From an optimization exercise on the open Yosys and OpenROAD flow, aimed at small area; shortcuts taken in it are not production practice. Only simulation tests tie the RTL to the original design; equivalence was not proved.

==> flow/design.v (outline; a module is shown in full before it is edited, if it fits) <==
// module raster_core: 1670 lines
// module rc_fa: 4 lines
// module rc_ha: 4 lines
module raster_core #(
  parameter int XW = 7,
  parameter int YW = 6,
  parameter int CW = 6,
  parameter int DW = 3
) (
  input  logic            clk,
  input  logic            rst_n,
  input  logic            frame_start_in,
  input  logic            px_valid_in,
  input  logic [XW-1:0]   px_x_in,
  input  logic [YW-1:0]   px_y_in,
  input  logic [CW-1:0]   bg_color_in,
  input  logic [2*CW-1:0] poly_color_in,
  input  logic [2*XW-1:0] v0_x_in,
  input  logic [2*XW-1:0] v1_x_in,
  input  logic [2*XW-1:0] v2_x_in,
  input  logic [2*YW-1:0] v0_y_in,
  input  logic [2*YW-1:0] v1_y_in,
  input  logic [2*YW-1:0] v2_y_in,
  input  logic [2*DW-1:0] poly_depth_in,
  input  logic            en_screen_in,
  input  logic [1:0]      poly_enable_in,
  output logic [CW-1:0]   color_out,
  output logic            color_valid_out
);
  // ...
==> flow/flow/run.sh <==
#!/bin/bash
# Standard layout, with these changes:
#  - synthesis places the design's rc_fa / rc_ha adder cells directly as library
#    full / half adders (flow/premap.tcl, run right after the design is read);
#  - synthesis keeps yosys's default Brent-Kung carry chains (SYNTH_OPERATIONS_ARGS
#    set, so the Kogge-Stone map is not added);
#  - every port still gets its buffer, a buf_1;
#  - clock tree options below.
set -euo pipefail
bash standard.sh SYNTH_CANONICALIZE_TCL="$PWD/flow/premap.tcl" \
  SYNTH_OPERATIONS_ARGS=-noshare \
  BUFFER_PORTS_ARGS="-buffer_cell sky130_fd_sc_hd__buf_1" \
  CTS_ARGS="-sink_clustering_enable -repair_clock_nets -buf_list sky130_fd_sc_hd__clkbuf_8 -dont_use_dummy_load" finish > standard.log 2>&1
==> flow/flow/fa_map.v <==
// Map the design's adder cells straight onto the library's adder cells.
module rc_fa (input a, b, c, output s, co);
  sky130_fd_sc_hd__fa_1 _TECHMAP_REPLACE_ (.A(a), .B(b), .CIN(c), .SUM(s), .COUT(co));
endmodule

module rc_ha (input a, b, output s, co);
  sky130_fd_sc_hd__ha_1 _TECHMAP_REPLACE_ (.A(a), .B(b), .SUM(s), .COUT(co));
endmodule
==> flow/flow/premap.tcl <==
# Run after the design is read: place the design's rc_fa / rc_ha adder cells
# as library full / half adders, so the rest of synthesis keeps them as they are.
techmap -map [file join [file dirname [info script]] fa_map.v] t:rc_fa t:rc_ha
==> flow/standard.sh <==
#!/bin/bash
# synth_recipe.tcl (not shown) runs the flow's synth.tcl, then flattens the netlist and writes it again
# the make line also repeats each setting of config.mk as NAME=value (left out here)
make -C /OpenROAD-flow-scripts/flow DESIGN_CONFIG=/design/flow/config.mk WORK_HOME=/design/flow/orfs CLKGATE_MAP_FILE= SYNTH_SCRIPT=/design/flow/synth_recipe.tcl "${@:-finish}"
==> flow/config.mk <==
export PLATFORM = sky130hd
export DESIGN_NAME = raster_core
export DESIGN_NICKNAME = raster_core
export VERILOG_FILES = /design/flow/design.v
export SDC_FILE = /design/flow/constraint.sdc
export NUM_CORES = 4
export LEC_CHECK = 0
export CAP_MARGIN = 0
export CORE_MARGIN = 2
export CORE_UTILIZATION = 60
export PLACE_DENSITY = 0.75
export SLEW_MARGIN = 0
==> flow/constraint.sdc <==
create_clock -name core_clock -period 8.0 [get_ports {clk}]
set_input_delay 1.6000 -clock core_clock [delete_from_list [all_inputs] [get_ports {clk}]]
set_output_delay 1.6000 -clock core_clock [all_outputs]
set_load 0.01 [all_outputs]
==> summary.txt, run 1 <==
* Status: no timing/DRC/antenna violations
* Post-Synthesis Cells at 1571
* Met2 Wirelength at 21.45 mm
* Site Rows at 66
* I/O Pins at 129
* Met1 usage at 40.14%
* Slew margin rel. at 51.54%
* Non-clock inverter count at 133
* Most instantiated cells after synthesis: fa_1, nand2_1, and2_1, inv_1, edfxtp_1
* Well tap count at 442
* Post-Layout Inst Area at 0.02117 mm^2
* Startpoint types: register
* Clkbuf count at 17
* Drt drc at 0
* Worst Path Required at 8330 ps
* RSZ-0062 raised after global routing: false
* Chip Height at 185.4 um
* Largest cells by area after synthesis: fa_1, edfxtp_1, and2_1
* DP HPWL at 38.44 mm
* Initial antenna violation count at 0
* Synth Cell Area at 0.01973 mm^2
* Total global routing overflow at 0
* Hold_buf cts at 0
* CTS tree: done
* Period utilization at 95.79%
* Most frequent cells in the layout: fa_1, nand2_1, and2_1, buf_1, inv_1
* Initial Util at 60.81%
* Cell family with most CP delay: adder cells
* Top routing layer used: met4
* Skew-Pair Late Insertion Delay at 480 ps
* Worst reg2reg endpoint: hit_q[1]$_DFF_P_
* GPL Wtd Cong at 0.9899
==> run 2: changes to the inputs <==
--- a/flow/config.mk
+++ b/flow/config.mk
@@ -5,8 +5,9 @@
 export SDC_FILE = /design/flow/constraint.sdc
 export NUM_CORES = 4
 export LEC_CHECK = 0
-export CAP_MARGIN = 0
+export CAP_MARGIN = 20
 export CORE_MARGIN = 2
 export CORE_UTILIZATION = 60
+export GPL_TIMING_DRIVEN = 0
 export PLACE_DENSITY = 0.75
-export SLEW_MARGIN = 0
+export SLEW_MARGIN = 20
==> summary.txt, run 2 <==
* Status: no timing/DRC/antenna violations
* Hold_buf cts at 0 (unchanged)
* Chip Height at 185.4 um (unchanged)
* Period utilization at 98.18% (+2.4 points)
* Count of cell types in the netlist at 34
* Layout fillers at 2370
* Most frequent cell after synthesis: fa_1
* Die ar. at 0.03436 mm^2
* Worst EP arrival at 8180 ps
* Number of global-route vias before repair at 13840
* WS Path Type: reg2reg
* Fraction of layout cells with a size suffix above 1 at 7.499%
* Worst-path clk slew at 90 ps
* Ys async rst share at 3.889%
* Synth top area share at 50.52%
* Clk root buf: clkbuf_8
* Detailed Routing Iterations Pass 1 at 5
* Initial antenna violation count at 1 (+1)
* Clock sinks at 180
* Site Rows at 66 (unchanged)
* Minimum clock period at 7855 ps
* Worst setup margin at 145.3 ps
* Diodes inserted at 0
* Top Registers: t0_a_q (14), t1_a_q (14), pcol_q (12)
* Post-Place Worst Slack at -541.4 ps
* First-pass GRT wire length at 72.89 mm
* Synth Cell Area at 0.01973 mm^2 (unchanged)
* DP HPWL at 38.14 mm (-0.79%)
* Yosys warns at 1
* Slew margin rel. at 45.61% (-5.9 points)
* Post-synth top area cell: fa_1
* Worst Setup End Kind: register
* Sequential cell area at 0.004722 mm^2
* Placed Cells at 2154
* I/O Pins at 129 (unchanged)
* Skew-Pair Late Insertion Delay at 480 ps (about the same)
* CP Max Fanout at 8
* CTS tree: done
* Post-Layout Inst Area at 0.02154 mm^2 (+1.7%)
* Nets@finish at 2439
* Final std cells w/o fill at 2189
* Htree depth at 4
* Max Clk Rate at 127.3 MHz
* Via/cell ratio at 5.555
* Mean Syn Cell Area at 12.56 um^2
* Vias post-DR at 12160
* Most common cell after layout, fill and taps aside: fa_1
* Clock buffer depth at 2
* Clk_skew at 34.57 ps
* Die W at 185.4 um
* Fin. max-slew vios at 0
* Routed wire per std cell at 20.94 um
* Min Hold Slack at 319.3 ps
* Core Footprint at 0.03245 mm^2
* Most frequent cells in the layout: fa_1, nand2_1, and2_1, buf_1, inv_1
* Port buffer count at 128
* Type of the most critical hold path: reg2reg
* Post-synthesis sequential area ratio at 23.87%
* Worst Path Required at 8330 ps (about the same)
* Placed Area at 0.02085 mm^2
* Max-cap violations at 0
* Num CTS Buffers at 17
* Area of the multi-input gates at 0.01461 mm^2
* Most instantiated cells after synthesis: fa_1, nand2_1, and2_1, inv_1, edfxtp_1
* Largest cells by area after synthesis: fa_1, edfxtp_1, and2_1
* Synth Register Bits at 180
* Total global routing overflow at 0 (unchanged)
* Final Hold Viols at 0
* Number of routed nets with antenna violations at 0
* First DRT Iteration DRCs at 794
* Initial Util at 60.81% (unchanged)
* Pin count of the biggest net entering global routing at 32
* Post-Route WL at 45.84 mm
* Final setup viols at 0
* Post-synth EDFFs at 107
* Drt drc at 0 (unchanged)
* Startpoint types: register
* GPL Wtd Cong at 0.9656 (-2.5%)
* Post-Synthesis Cells at 1571 (unchanged)
* Most used DFF post-synth: edfxtp_1
* Total track usage at 29.06%
* Area Growth Syn to Fin at 9.143%
* Worst Max-Slew Pin Slew at 815.8 ps
[run 2: cell count changes in the layout (fill, tap and decap cells not counted), moves of 7 or more]
cell and delta:
a21oi_1 -7, and2_1 -16, clkbuf_1 +33, dfxtp_1 -7, fa_1 -13, fa_2 +13
buf_4 -15, and2_4 +16
[run 2: metrics by stage]
step | setup TNS, ps | util [%]
floorplan | 0 | -
global placement | -8638 | 64.12
detailed placement | -999.2 | 64.25
CTS | -51.20 | 65.32
global route | -141.3 | 66.37
finish | 0 | 66.37
[run 2: final timing paths]
| kind | cells past startpoint | slack, ps | from | endpoint |
|---|---|---|---|---|
| max | 25 | 150 | t0_dy0[3]$_DFFE_PP_ | hit_q[0]$_DFF_P_ |
| min | 0 | 320 | s1_blank$_DFF_P_ | s2_blank$_DFF_P_ |
| max reg2reg | 25 | 150 | t0_dy0[3]$_DFFE_PP_ | hit_q[0]$_DFF_P_ |
| min reg2reg | 0 | 320 | s1_blank$_DFF_P_ | s2_blank$_DFF_P_ |
| max in group asynchronous | 1 | 6550 | rst_n | setup_q$_DFF_PN0_ |
| min in group asynchronous | 1 | 1050 | rst_n | color_valid_out$_DFF_PN0_ |
[run 2: cells by family (layout without fill, tap and decap cells)]
| family | after synthesis | in the layout | synth area share (%) |
|---|---|---|---|
| AND/OR/NAND/NOR | 542 | 542 | 13.46 |
| buffers and inverters | 184 | 349 | 3.519 |
| adder cells (fa/ha/maj) | 568 | 568 | 54.96 |
| XOR/XNOR | 22 | 22 | 0.9764 |
| AO/OA/AOI/OAI | 44 | 44 | 1.490 |
| multiplexers | 30 | 30 | 1.712 |
| other | 1 | 12 | 0.01900 |
| flip-flops | 180 | 180 | 23.87 |
[run 2: layout make-up]
cell class	instances	area share [%]
repair buffers	150	3.120
plain buffers	49	1.168
flip-flops and latches	180	21.92
inverters	133	2.318
multi-input cells	1218	67.82
clock buffers	17	1.086
well taps	442	2.568
[run 2: critical path, cell delays in order, from the launching register on]
cell and delay [ps]:
edfxtp_1 550, and2_1 250, fa_1 500, fa_1 550
fa_1 440, fa_1 500, fa_1 440, fa_2 370
fa_1 380, fa_1 380, inv_2 70, fa_2 200
inv_1 40, a21o_1 170, a21oi_2 160, o21bai_1 110
a21oi_2 170, fa_2 530, inv_2 70, ha_1 250
fa_1 610, ha_4 230, a21oi_4 150, o21ai_2 80
xnor2_1 150, a211oi_2 350
[run 2: timing repair]
item / in CTS / in global routing
resized for setup: 30 / 80
buffers inserted: 5 / 15
endpoints found under the setup margin: 2 / 2
pin swaps: 1 / 57
[run 2: per-layer routing]
layer	up-vias	track usage (%)	routed length, um
li1	5142	-	-
met1	6338	38.61	18100
met2	589	46.42	22230
met3	90	7.668	3937
met4	0	11.11	1568
met5	-	0	0
==> run 3: changes to the inputs <==
--- a/flow/config.mk
+++ b/flow/config.mk
@@ -8,6 +8,5 @@
 export CAP_MARGIN = 20
 export CORE_MARGIN = 2
 export CORE_UTILIZATION = 60
-export GPL_TIMING_DRIVEN = 0
 export PLACE_DENSITY = 0.75
 export SLEW_MARGIN = 20
==> summary.txt, run 3 <==
* Status: no timing/DRC/antenna violations
* Routed wire per std cell at 20.98 um (+0.19%)
* Nets@finish at 2408 (-1.3%)
* Post-Synthesis Cells at 1571 (unchanged)
* Clk_skew at 40.23 ps (+5.657 ps)
* Number of routed nets with antenna violations at 0 (unchanged)
* Drt drc at 0 (unchanged)
* Clock buffer depth at 2 (unchanged)
* First-pass GRT wire length at 72.68 mm (-0.28%)
* Final setup viols at 0 (unchanged)
* Number of global-route vias before repair at 13450 (-2.8%)
* Initial antenna violation count at 0 (-1)
* Worst Max-Slew Pin Slew at 725.9 ps (-89.97 ps)
* Max Clk Rate at 130.5 MHz (+2.5%)
* Hold_buf cts at 0 (unchanged)
* GPL Wtd Cong at 0.9899 (+2.5%)
* Period utilization at 95.79% (-2.4 points)
* Pin count of the biggest net entering global routing at 57 (+78%)
* Site Rows at 66 (unchanged)
* Port buffer count at 128 (unchanged)
* Clk root buf: clkbuf_8
* Die ar. at 0.03436 mm^2 (unchanged)
* Fraction of layout cells with a size suffix above 1 at 4.371% (-3.1 points)
* Clock sinks at 180 (unchanged)
* Synth Register Bits at 180 (unchanged)
* Mean Syn Cell Area at 12.56 um^2 (unchanged)
* Cell repeated most along the worst path: fa_1
* First DRT Iteration DRCs at 818 (+3.0%)
* Ys async rst share at 3.889% (unchanged)
* Most frequent cell after synthesis: fa_1
* Setup tns final at 0 ps (unchanged)
* Total global routing overflow at 0 (unchanged)
* Htree depth at 4 (unchanged)
* Minimum clock period at 7663 ps (-191.8 ps)
* DP HPWL at 38.44 mm (+0.80%)
* Post-synth EDFFs at 107 (unchanged)
* Most common cell after layout, fill and taps aside: fa_1
* Initial Util at 60.81% (unchanged)
* Num CTS Buffers at 17 (unchanged)
* Slew margin rel. at 51.54% (+5.9 points)
* Crit-path max cell delay at 570 ps (-40 ps)
* Post-Layout Inst Area at 0.02117 mm^2 (-1.7%)
* Synth top area share at 50.52% (unchanged)
* Post-synth top area cell: fa_1
* Most instantiated cells after synthesis: fa_1, nand2_1, and2_1, inv_1, edfxtp_1
* Detailed Routing Iterations Pass 1 at 5 (unchanged)
* Startpoint types: register
* Diodes inserted at 0 (unchanged)
* CP Max Fanout at 7 (-1)
* Worst Setup End Kind: register
* CTS tree: done
* Largest cells by area after synthesis: fa_1, edfxtp_1, and2_1
* WS Path Type: reg2reg
* Cell family with most CP delay: adder cells
* Most used DFF post-synth: edfxtp_1
* Crit. Startpoint: t1_dx2[4]$_DFFE_PP_
* Post-synthesis sequential area ratio at 23.87% (unchanged)
* Count of cell types in the netlist at 34 (unchanged)
* Synth Cell Area at 0.01973 mm^2 (unchanged)
* Fin. max-slew vios at 0 (unchanged)
* Worst EP arrival at 7990 ps (-190 ps)
* Die W at 185.4 um (unchanged)
* Buf/Inv on CP at 2 (-1)
* Sequential cell area at 0.004710 mm^2 (-0.26%)
* Final Hold Viols at 0 (unchanged)
* Top Registers: t0_a_q (14), t1_a_q (14), pcol_q (12)
* Placed Area at 0.02090 mm^2 (+0.25%)
* Yosys warns at 1 (unchanged)
* Area Growth Syn to Fin at 7.291%
* Skew-Pair Late Insertion Delay at 480 ps (about the same)
* Post-Route WL at 45.28 mm (-1.2%)
* Vias post-DR at 11920 (-1.9%)
* Worst Path Required at 8330 ps (about the same)
* Placed Cells at 2139 (-0.70%)
* Total track usage at 28.76% (-0.29 points)
* Most frequent cells in the layout: fa_1, nand2_1, and2_1, buf_1, inv_1
* Type of the most critical hold path: reg2reg
* Via/cell ratio at 5.525 (-0.53%)
* Chip Height at 185.4 um (unchanged)
* Min-delay src: s1_blank$_DFF_P_
* Core Footprint at 0.03245 mm^2 (unchanged)
* Worst-path clk slew at 100 ps (about the same)
* RSZ-0062 raised after global routing: false
* Final std cells w/o fill at 2158 (-1.4%)
* I/O Pins at 129 (unchanged)
* Max-cap violations at 0 (unchanged)
* Post-layout util at 65.24% (-1.1 points)
* Slowest-stage cell, CP: fa_1
* Area of the multi-input gates at 0.01439 mm^2 (-1.5%)
* FF-to-FF Start: t1_dx2[4]$_DFFE_PP_
* Layout fillers at 2388 (+0.76%)
==> run 3: changes by cell type in the layout (fill, tap and decap cells not counted), moves of 5 or more <==
cell      delta
and2_4      -16
fa_1        +13
a21oi_1      +7
dfxtp_1      +7
xnor2_1      +5
clkbuf_1    -33
fa_2        -13
dfxtp_2      -6
and2_1      +16
buf_4       +15
a21oi_2      -6
==> run 3: kinds of logic (layout without fill, tap and decap cells) <==
family          Yosys count  count (layout)  share of synthesized area (%)
flops                   180             180                          23.87
mux                      30              30                          1.712
fa+ha+maj               568             568                          54.96
compound gates           44              44                          1.490
buf+inv                 184             318                          3.519
simple gates            542             542                          13.46
xor+xnor                 22              22                         0.9764
other cells               1              12                        0.01900
==> run 3: per-stage QoR <==
step | hold slack, ps | setup WS, ps
global route | 344.0 | 2.239
floorplan | 309.6 | 733.0
global placement | 320.8 | 355.7
CTS | 345.6 | 250.4
finish | 342.9 | 337.1
detailed placement | 313.6 | 254.2
==> run 3: path summary, 6_finish.rpt <==
kind	end	slack, ps	cells past startpoint
setup / recovery	hit_q[1]$_DFF_P_	340	25
max in group asynchronous	setup_q$_DFF_PN0_	6540	1
setup reg to reg	hit_q[1]$_DFF_P_	340	25
hold / removal	s2_blank$_DFF_P_	340	0
min in group asynchronous	s1_valid$_DFF_PN0_	1090	1
hold reg to reg	s2_blank$_DFF_P_	340	0
==> run 3: area by class of cell <==
cell class,count,area share [%]
clock buffers,17,1.105
repair buffers,168,3.705
inverters,133,2.358
well taps,442,2.612
flip-flops and latches,180,22.24
multi-input cells,1218,67.98
==> run 3: layer usage <==
metal  up-vias  GRT usage, %  share of wire (%)
met2       562         45.60                 47
li1       5071             -                  -
met5         -             0                  0
met1      6235         40.14                 42
met3        55         7.786                9.2
met4         0         6.984                1.9
==> run 3: what timing repair did <==
action	in CTS	in global routing
buffers inserted	0	2
setup endpoints to repair	0	2
resized for setup	0	5

[re-timing with driven ports]
The results above use ideal ports. As a check the final layouts listed here were re-extracted and re-timed, cells and wires unchanged. Step 1 assumes that a clkbuf_16 drives the clock port and a buf_2 every other input. Step 2 also shifts input and output timing later by t, the mid clock arrival at the registers, as if the neighbouring blocks saw the same clock. Three values: ideal ports, drivers, drivers and shift; two values: the first two.
run	t (ns)	slack for setup (ns)	worst setup path at the end	latest minus earliest clock arrival (ns)	worst slew at a driven data input, ns
run 1	0.504	0.337 / 0.337 / 0.337	register to register	0.049 / 0.048	0.07
run 2	0.508	0.145 / 0.145 / 0.145	register to register	0.037 / 0.037	0.07
run 3	0.504	0.337 / 0.337 / 0.337	register to register	0.049 / 0.048	0.07
After both steps every run listed still meets setup and hold.
